What follows belongs to an exercise in optimizing a design on an open flow for small area; a production flow would make more cautious choices.
In this exercise RTL edits were held to simulation tests only and were not proved equivalent to the original.
Power figures rest on the tool's default switching activity, not on a simulated workload. No driver is modelled on the clock port, so clocking that relies on it looks cheaper here than on a real chip.

== lane 1 ==
Design trigger_top, start of the top module:
module trigger_top (
    input  logic          ttc_clk,
    input  logic          rst,
    input  logic          rst_trigger_num,         
    input  logic          rst_trigger_timestamp,   
    input  trigger_pkg::trig_num_t     trig_num_preset,    
    input  trigger_pkg::timestamp_t    timestamp_preset,   
    input  logic          ttc_trigger,
    input  trigger_pkg::trig_type_t    trig_type,
    input  trigger_pkg::chan_mask_t    chan_en,
    input  trigger_pkg::delay_t        trig_delay,
    input  trigger_pkg::chan_mask_t    chan_dones,
    output trigger_pkg::chan_mask_t    chan_trig,
    input  logic          readout_ready,
    input  logic          readout_done,
    output logic          initiate_readout,
    output logic          send_empty_event,
    output trigger_pkg::readout_info_t readout_info,
    output trigger_pkg::trig_num_t     trig_num,
    output trigger_pkg::timestamp_t    trig_timestamp,
    output logic          error_trig_rate,
    output logic          error_trig_num,
    output logic          error_trig_type
);
==> flow/config.mk <==
export PLATFORM = sky130hd
export DESIGN_NAME = trigger_top
export DESIGN_NICKNAME = trigger_top
export VERILOG_FILES = /design/flow/design.v
export SDC_FILE = /design/flow/constraint.sdc
export NUM_CORES = 4
export LEC_CHECK = 0
export CAP_MARGIN = 20
export CORE_MARGIN = 2
export CORE_UTILIZATION = 70
export CTS_CLUSTER_DIAMETER = 100
export CTS_CLUSTER_SIZE = 25
export SLEW_MARGIN = 20
export BUFFER_PORTS_ARGS = -buffer_cell sky130_fd_sc_hd__buf_1
export CTS_ARGS = -sink_clustering_enable -repair_clock_nets -sink_clustering_size 25 -sink_clustering_max_diameter 100 -dont_use_dummy_load
==> flow/constraint.sdc <==
create_clock -name core_clock -period 5.0 [get_ports {ttc_clk}]
set_input_delay 1.0000 -clock core_clock [delete_from_list [all_inputs] [get_ports {ttc_clk}]]
set_output_delay 1.0000 -clock core_clock [all_outputs]
set_load 0.01 [all_outputs]
standard.sh (not shown) runs the stock make flow with config.mk's settings and CLKGATE_MAP_FILE= SYNTH_SCRIPT=/design/flow/synth_recipe.tcl, a recipe that flattens the netlist after the stock synthesis.
==> flow/flow/run.sh <==
#!/bin/bash
# Own layout flow: the standard flow, with two changes that only affect how the layout is
# built: ABC maps the logic with an area-recovering script (the registers, mapped by dfflibmap
# before ABC, are untouched), the port buffers use the smallest buffer cell, and clock tree synthesis adds no dummy loads.
set -euo pipefail
W=$(pwd)

# synthesis: the standard flow's own synthesis script; only the ABC script it reads is different
rm -rf "$W/syn_scripts"
cp -r "$FLOW_HOME/scripts" "$W/syn_scripts"
cp "$W/flow/abc_area.script" "$W/syn_scripts/abc_speed.script"
bash standard.sh SCRIPTS_DIR="$W/syn_scripts" synth > "$W/synth.log" 2>&1

# the rest of the standard flow
cat >> "$W/config.mk" <<'EOC'
export BUFFER_PORTS_ARGS = -buffer_cell sky130_fd_sc_hd__buf_1
export CTS_ARGS = -sink_clustering_enable -repair_clock_nets -sink_clustering_size 25 -sink_clustering_max_diameter 100 -dont_use_dummy_load
EOC
bash standard.sh > "$W/layout.log" 2>&1
==> flow/flow/abc_area.script <==
&get -n
&st
&syn2
&dch -f
&nf -a -R 1000
&st
&dch -f
&nf -a -R 1000
&put
Every stage of the flow completed for lane 1, and the final layout passed the timing, design-rule and antenna checks.
Edits applied to the flow inputs when going from lane 1 to lane 2:
diff --git a/flow/config.mk b/flow/config.mk
--- a/flow/config.mk
+++ b/flow/config.mk
@@ -6,10 +6,10 @@
 export NUM_CORES = 4
 export LEC_CHECK = 0
-export CAP_MARGIN = 20
+export CAP_MARGIN = 5
 export CORE_MARGIN = 2
 export CORE_UTILIZATION = 70
 export CTS_CLUSTER_DIAMETER = 100
 export CTS_CLUSTER_SIZE = 25
-export SLEW_MARGIN = 20
+export SLEW_MARGIN = 5
 export BUFFER_PORTS_ARGS = -buffer_cell sky130_fd_sc_hd__buf_1
 export CTS_ARGS = -sink_clustering_enable -repair_clock_nets -sink_clustering_size 25 -sink_clustering_max_diameter 100 -dont_use_dummy_load
### Flow results
Summary of the comparison: global-route wire length before repair is higher in lane 2, relative to lane 1.
Deepest level of the CTS H-tree came out exactly the same in lane 1 and lane 2.
Going from lane 1 to lane 2, non-clock buffer count shrank by about 0.5%; worst setup margin went down by 0.022 ns; sum of internal, switching and leakage power neither gained nor lost much.
Lane 2 ran to completion and came out clean on the timing, design-rule and antenna checks.
What lane 3 does differently from lane 2 at the input level:
==> flow/run.sh (new file) <==
#!/bin/bash
# synth_recipe.tcl (not shown) runs the flow's synth.tcl, then flattens the netlist and writes it again
# the make line also repeats each setting of config.mk as NAME=value (left out here)
make -C /OpenROAD-flow-scripts/flow DESIGN_CONFIG=/design/flow/config.mk WORK_HOME=/design/flow/orfs CLKGATE_MAP_FILE= SYNTH_SCRIPT=/design/flow/synth_recipe.tcl finish
==> flow/config.mk <==
export PLATFORM = sky130hd
export DESIGN_NAME = trigger_top
export DESIGN_NICKNAME = trigger_top
export VERILOG_FILES = /design/flow/design.v
export SDC_FILE = /design/flow/constraint.sdc
export NUM_CORES = 4
export LEC_CHECK = 0
export CAP_MARGIN = 20
export CORE_MARGIN = 2
export CORE_UTILIZATION = 40
export SLEW_MARGIN = 20
removed: flow/flow/run.sh
removed: flow/flow/abc_area.script
removed: flow/standard.sh
==> run summary <==
- Lane 3 ended with every stage complete and zero timing, DRC or antenna violations.
- From lane 2 to lane 3 the numbers moved as follows: post-route clock period utilization decreased 9.6 points, post-layout instance count excluding filler cells increased 1,674, combinational power increased about 30%, portion of netlist area occupied by mux cells increased 0.89 points, met2 routing resource usage after global routing decreased 24 points.
- Going from lane 2 to lane 3, the count of clock-buffer cells in the layout was found to have gone up by 180%.
- Taking lane 2 as the reference, in lane 3 top achievable clock speed picked up an extra 12%, power picked up an extra about 23%, global routing usage summed across all routing layers lost 13 points.
The following lists how lane 4 was set up differently from lane 3:
==> flow/flow/run.sh (new file) <==
#!/bin/bash
# Own layout flow: the standard flow, with two changes that only affect how the layout is
# built: ABC maps the logic with an area-recovering script (the registers, mapped by dfflibmap
# before ABC, are untouched), and the port buffers use the smallest buffer cell.
set -euo pipefail
W=$(pwd)

# synthesis: the standard flow's own synthesis script; only the ABC script it reads is different
rm -rf "$W/syn_scripts"
cp -r "$FLOW_HOME/scripts" "$W/syn_scripts"
cp "$W/flow/abc_area.script" "$W/syn_scripts/abc_speed.script"
bash standard.sh SCRIPTS_DIR="$W/syn_scripts" synth > "$W/synth.log" 2>&1

# the rest of the standard flow
echo 'export BUFFER_PORTS_ARGS = -buffer_cell sky130_fd_sc_hd__buf_1' >> "$W/config.mk"
bash standard.sh > "$W/layout.log" 2>&1
==> flow/flow/abc_area.script (new file) <==
&get -n
&st
&syn2
&dch -f
&nf -a -R 1000
&st
&dch -f
&nf -a -R 1000
&put
==> flow/standard.sh (new file) <==
#!/bin/bash
# synth_recipe.tcl (not shown) runs the flow's synth.tcl, then flattens the netlist and writes it again
# the make line also repeats each setting of config.mk as NAME=value (left out here)
make -C /OpenROAD-flow-scripts/flow DESIGN_CONFIG=/design/flow/config.mk WORK_HOME=/design/flow/orfs CLKGATE_MAP_FILE= SYNTH_SCRIPT=/design/flow/synth_recipe.tcl "${@:-finish}"
diff --git a/flow/config.mk b/flow/config.mk
--- a/flow/config.mk
+++ b/flow/config.mk
@@ -8,4 +8,7 @@
 export CAP_MARGIN = 20
 export CORE_MARGIN = 2
-export CORE_UTILIZATION = 40
+export CORE_UTILIZATION = 70
+export CTS_CLUSTER_DIAMETER = 100
+export CTS_CLUSTER_SIZE = 25
 export SLEW_MARGIN = 20
+export BUFFER_PORTS_ARGS = -buffer_cell sky130_fd_sc_hd__buf_1
removed: flow/run.sh
Notes after the runs:
In lane 4, worst-case hold slack is higher than in lane 3. Compared with lane 3, in lane 4 XOR/XNOR share of the synthesized area held steady; global-route usage over all layers grew by 13 points. Lane 4 vs lane 3, critical path endpoint: ev_mem[13][14] vs ts_mem[1][0]. Lower highest achievable clock rate among lane 4 and lane 3: lane 4. [diff] total power, lane 4 relative to lane 3: improvement. The core of lane 4 is more densely filled than that of lane 3.
Changes in lane 5 relative to lane 4:
==> flow/run.sh (new file) <==
#!/bin/bash
# synth_recipe.tcl (not shown) runs the flow's synth.tcl, then flattens the netlist and writes it again
# the make line also repeats each setting of config.mk as NAME=value (left out here)
make -C /OpenROAD-flow-scripts/flow DESIGN_CONFIG=/design/flow/config.mk WORK_HOME=/design/flow/orfs CLKGATE_MAP_FILE= SYNTH_SCRIPT=/design/flow/synth_recipe.tcl finish
diff --git a/flow/config.mk b/flow/config.mk
--- a/flow/config.mk
+++ b/flow/config.mk
@@ -8,7 +8,6 @@
 export CAP_MARGIN = 20
 export CORE_MARGIN = 2
-export CORE_UTILIZATION = 70
+export CORE_UTILIZATION = 72
 export CTS_CLUSTER_DIAMETER = 100
 export CTS_CLUSTER_SIZE = 25
 export SLEW_MARGIN = 20
-export BUFFER_PORTS_ARGS = -buffer_cell sky130_fd_sc_hd__buf_1
removed: flow/flow/run.sh
removed: flow/flow/abc_area.script
removed: flow/standard.sh
### Flow results
- Number of endpoints failing setup at the final stage essentially unchanged between lane 4 and lane 5.
- Lane 5 vs lane 4 — cell-internal power climbed slightly
- For the net switching component of the power, lane 5 came in about 3.2% higher than lane 4 did.
- Measured against each other, lane 5 and lane 4 differ in clock share of power, the lower figure coming from lane 5.
- The critical path depth reported for lane 5 is smaller than that of lane 4 by 7.
- Lane 5 vs. lane 4: combinational power share increased 2.6 points, ratio of final minimum period to clock period lost 14 points, detailed-route wire length went up.

Starting RTL as in the previous note.
Settings: LEC_CHECK=0, CAP_MARGIN=5, CORE_MARGIN=2, CORE_UTILIZATION=70, CTS_CLUSTER_DIAMETER=100, CTS_CLUSTER_SIZE=25, GPL_TIMING_DRIVEN=0, SLEW_MARGIN=5, BUFFER_PORTS_ARGS=-buffer_cell sky130_fd_sc_hd__buf_1; clock period 5.0 ns.
==> flow/flow/run.sh <==
#!/bin/bash
# Own layout flow: the standard flow, with two changes that only affect how the layout is
# built: ABC maps the logic with an area-recovering script (the registers, mapped by dfflibmap
# before ABC, are untouched), and the port buffers use the smallest buffer cell.
set -euo pipefail
W=$(pwd)

# synthesis: the standard flow's own synthesis script; only the ABC script it reads is different
rm -rf "$W/syn_scripts"
cp -r "$FLOW_HOME/scripts" "$W/syn_scripts"
cp "$W/flow/abc_area.script" "$W/syn_scripts/abc_speed.script"
bash standard.sh SCRIPTS_DIR="$W/syn_scripts" synth > "$W/synth.log" 2>&1

# the rest of the standard flow
echo 'export BUFFER_PORTS_ARGS = -buffer_cell sky130_fd_sc_hd__buf_1' >> "$W/config.mk"
bash standard.sh > "$W/layout.log" 2>&1
==> flow/flow/abc_area.script <==
&get -n
&st
&syn2
&dch -f
&nf -a -R 1000
&st
&dch -f
&nf -a -R 1000
&put
The starting point ran to the end with no violations.
==> next run, changes <==
==> flow/run.sh (new file) <==
#!/bin/bash
# synth_recipe.tcl (not shown) runs the flow's synth.tcl, then flattens the netlist and writes it again
# the make line also repeats each setting of config.mk as NAME=value (left out here)
make -C /OpenROAD-flow-scripts/flow DESIGN_CONFIG=/design/flow/config.mk WORK_HOME=/design/flow/orfs CLKGATE_MAP_FILE= SYNTH_SCRIPT=/design/flow/synth_recipe.tcl finish
Settings changed: BUFFER_PORTS_ARGS -buffer_cell sky130_fd_sc_hd__buf_1 to not set, CAP_MARGIN 5 to 20, CORE_UTILIZATION 70 to 65, CTS_CLUSTER_SIZE 25 to 30, GPL_TIMING_DRIVEN 0 to not set, SLEW_MARGIN 5 to 20.
removed: flow/flow/run.sh
removed: flow/flow/abc_area.script
removed: flow/standard.sh
What happened: Die area grows by roughly a tenth. Sequential power drops by a few percent. Routed wire length increases by roughly a tenth. Final cell count rises by roughly a tenth. First-iteration DRC count is lower by a little under a tenth. Cell area goes up by a few percent. Global-route usage shrinks by 1.0 points.
==> next run, changes <==
==> flow/flow/run.sh (new file) <==
#!/bin/bash
# Own layout flow: the standard flow, with two changes that only affect how the layout is
# built: ABC maps the logic with an area-recovering script (the registers, mapped by dfflibmap
# before ABC, are untouched), the port buffers use the smallest buffer cell, and clock tree synthesis adds no dummy loads.
set -euo pipefail
W=$(pwd)

# synthesis: the standard flow's own synthesis script; only the ABC script it reads is different
rm -rf "$W/syn_scripts"
cp -r "$FLOW_HOME/scripts" "$W/syn_scripts"
cp "$W/flow/abc_area.script" "$W/syn_scripts/abc_speed.script"
bash standard.sh SCRIPTS_DIR="$W/syn_scripts" synth > "$W/synth.log" 2>&1

# the rest of the standard flow
cat >> "$W/config.mk" <<'EOC'
export BUFFER_PORTS_ARGS = -buffer_cell sky130_fd_sc_hd__buf_1
export CTS_ARGS = -sink_clustering_enable -repair_clock_nets -sink_clustering_size 30 -sink_clustering_max_diameter 80 -dont_use_dummy_load
EOC
bash standard.sh > "$W/layout.log" 2>&1
==> flow/flow/abc_area.script (new file) <==
&get -n
&st
&syn2
&dch -f
&nf -a -R 1000
&st
&dch -f
&nf -a -R 1000
&put
==> flow/standard.sh (new file) <==
#!/bin/bash
# synth_recipe.tcl (not shown) runs the flow's synth.tcl, then flattens the netlist and writes it again
# the make line also repeats each setting of config.mk as NAME=value (left out here)
make -C /OpenROAD-flow-scripts/flow DESIGN_CONFIG=/design/flow/config.mk WORK_HOME=/design/flow/orfs CLKGATE_MAP_FILE= SYNTH_SCRIPT=/design/flow/synth_recipe.tcl "${@:-finish}"
Settings changed: BUFFER_PORTS_ARGS set to -buffer_cell sky130_fd_sc_hd__buf_1, CAP_MARGIN 20 to 5, CORE_UTILIZATION 65 to 70, CTS_ARGS set to -sink_clustering_enable -repair_clock_nets -sink_clustering_size 30 -sink_clustering_max_diameter 80 -dont_use_dummy_load, CTS_CLUSTER_DIAMETER 100 to 80, SLEW_MARGIN 20 to 5.
removed: flow/run.sh
The changed run completed without violations.
Worst setup slack degrades by 0.31 ns.
First-iteration DRC count goes up by 13%.
Global-route usage goes up by 0.58 points.
Total power goes down by about 4%.
Area after synthesis goes down by 5.6%.
Combinational power goes down by about 19%.
Die area goes down by about 12%.
==> next run, changes <==
Settings changed: CAP_MARGIN 5 to 20, SLEW_MARGIN 5 to 20.
The changed run went through all stages and came out clean; combinational power barely changes; via count stays flat; synthesized area is unchanged; count of clock-buffer cells in the layout is unchanged.

port drivers added, routing unchanged:
The flow's constraints put no driver on any port. The routed layouts listed below were extracted and timed again, unchanged, in two steps.
Step 1 sets driving cells, clkbuf_16 on the clock port and buf_2 on the other inputs (assumed; they add their load-dependent delay and slew).
Step 2 times the ports against the registers' clock, not the clock port: input delays grow and output delays shrink by t, the midpoint of the rising clock arrivals with the driver on.
Three values: ideal, step 1, step 2; two values: the first two.
| run | shift t [ns] | setup WS [ns] | cell pins on the clock port's net |
|---|---|---|---|
| lane 1 | 0.724 | 0.397 / 0.397 / 0.249 | 1 |
| lane 2 | 0.730 | 0.376 / 0.376 / 0.332 | 1 |
| lane 3 | 0.895 | 0.856 / 0.856 / 0.597 | 1 |
| lane 4 | 0.747 | 0.353 / 0.353 / 0.194 | 1 |
| lane 5 | 0.754 | 1.048 / 1.048 / 0.874 | 1 |
| the first run of note 2 | 0.756 | 0.188 / 0.188 / -0.467 | 1 |
| the second run of note 2 | 0.766 | 0.649 / 0.649 / 0.649 | 1 |
| the third run of note 2 | 0.720 | 0.342 / 0.342 / 0.246 | 1 |
| the fourth run of note 2 | 0.724 | 0.324 / 0.324 / 0.155 | 1 |
With both steps, setup timing fails in the first run of note 2, where it was met with ideal ports. The setup slack of the first run of note 2, which loses most, moves by 0.000 ns with the drivers and by -0.655 ns with both steps.
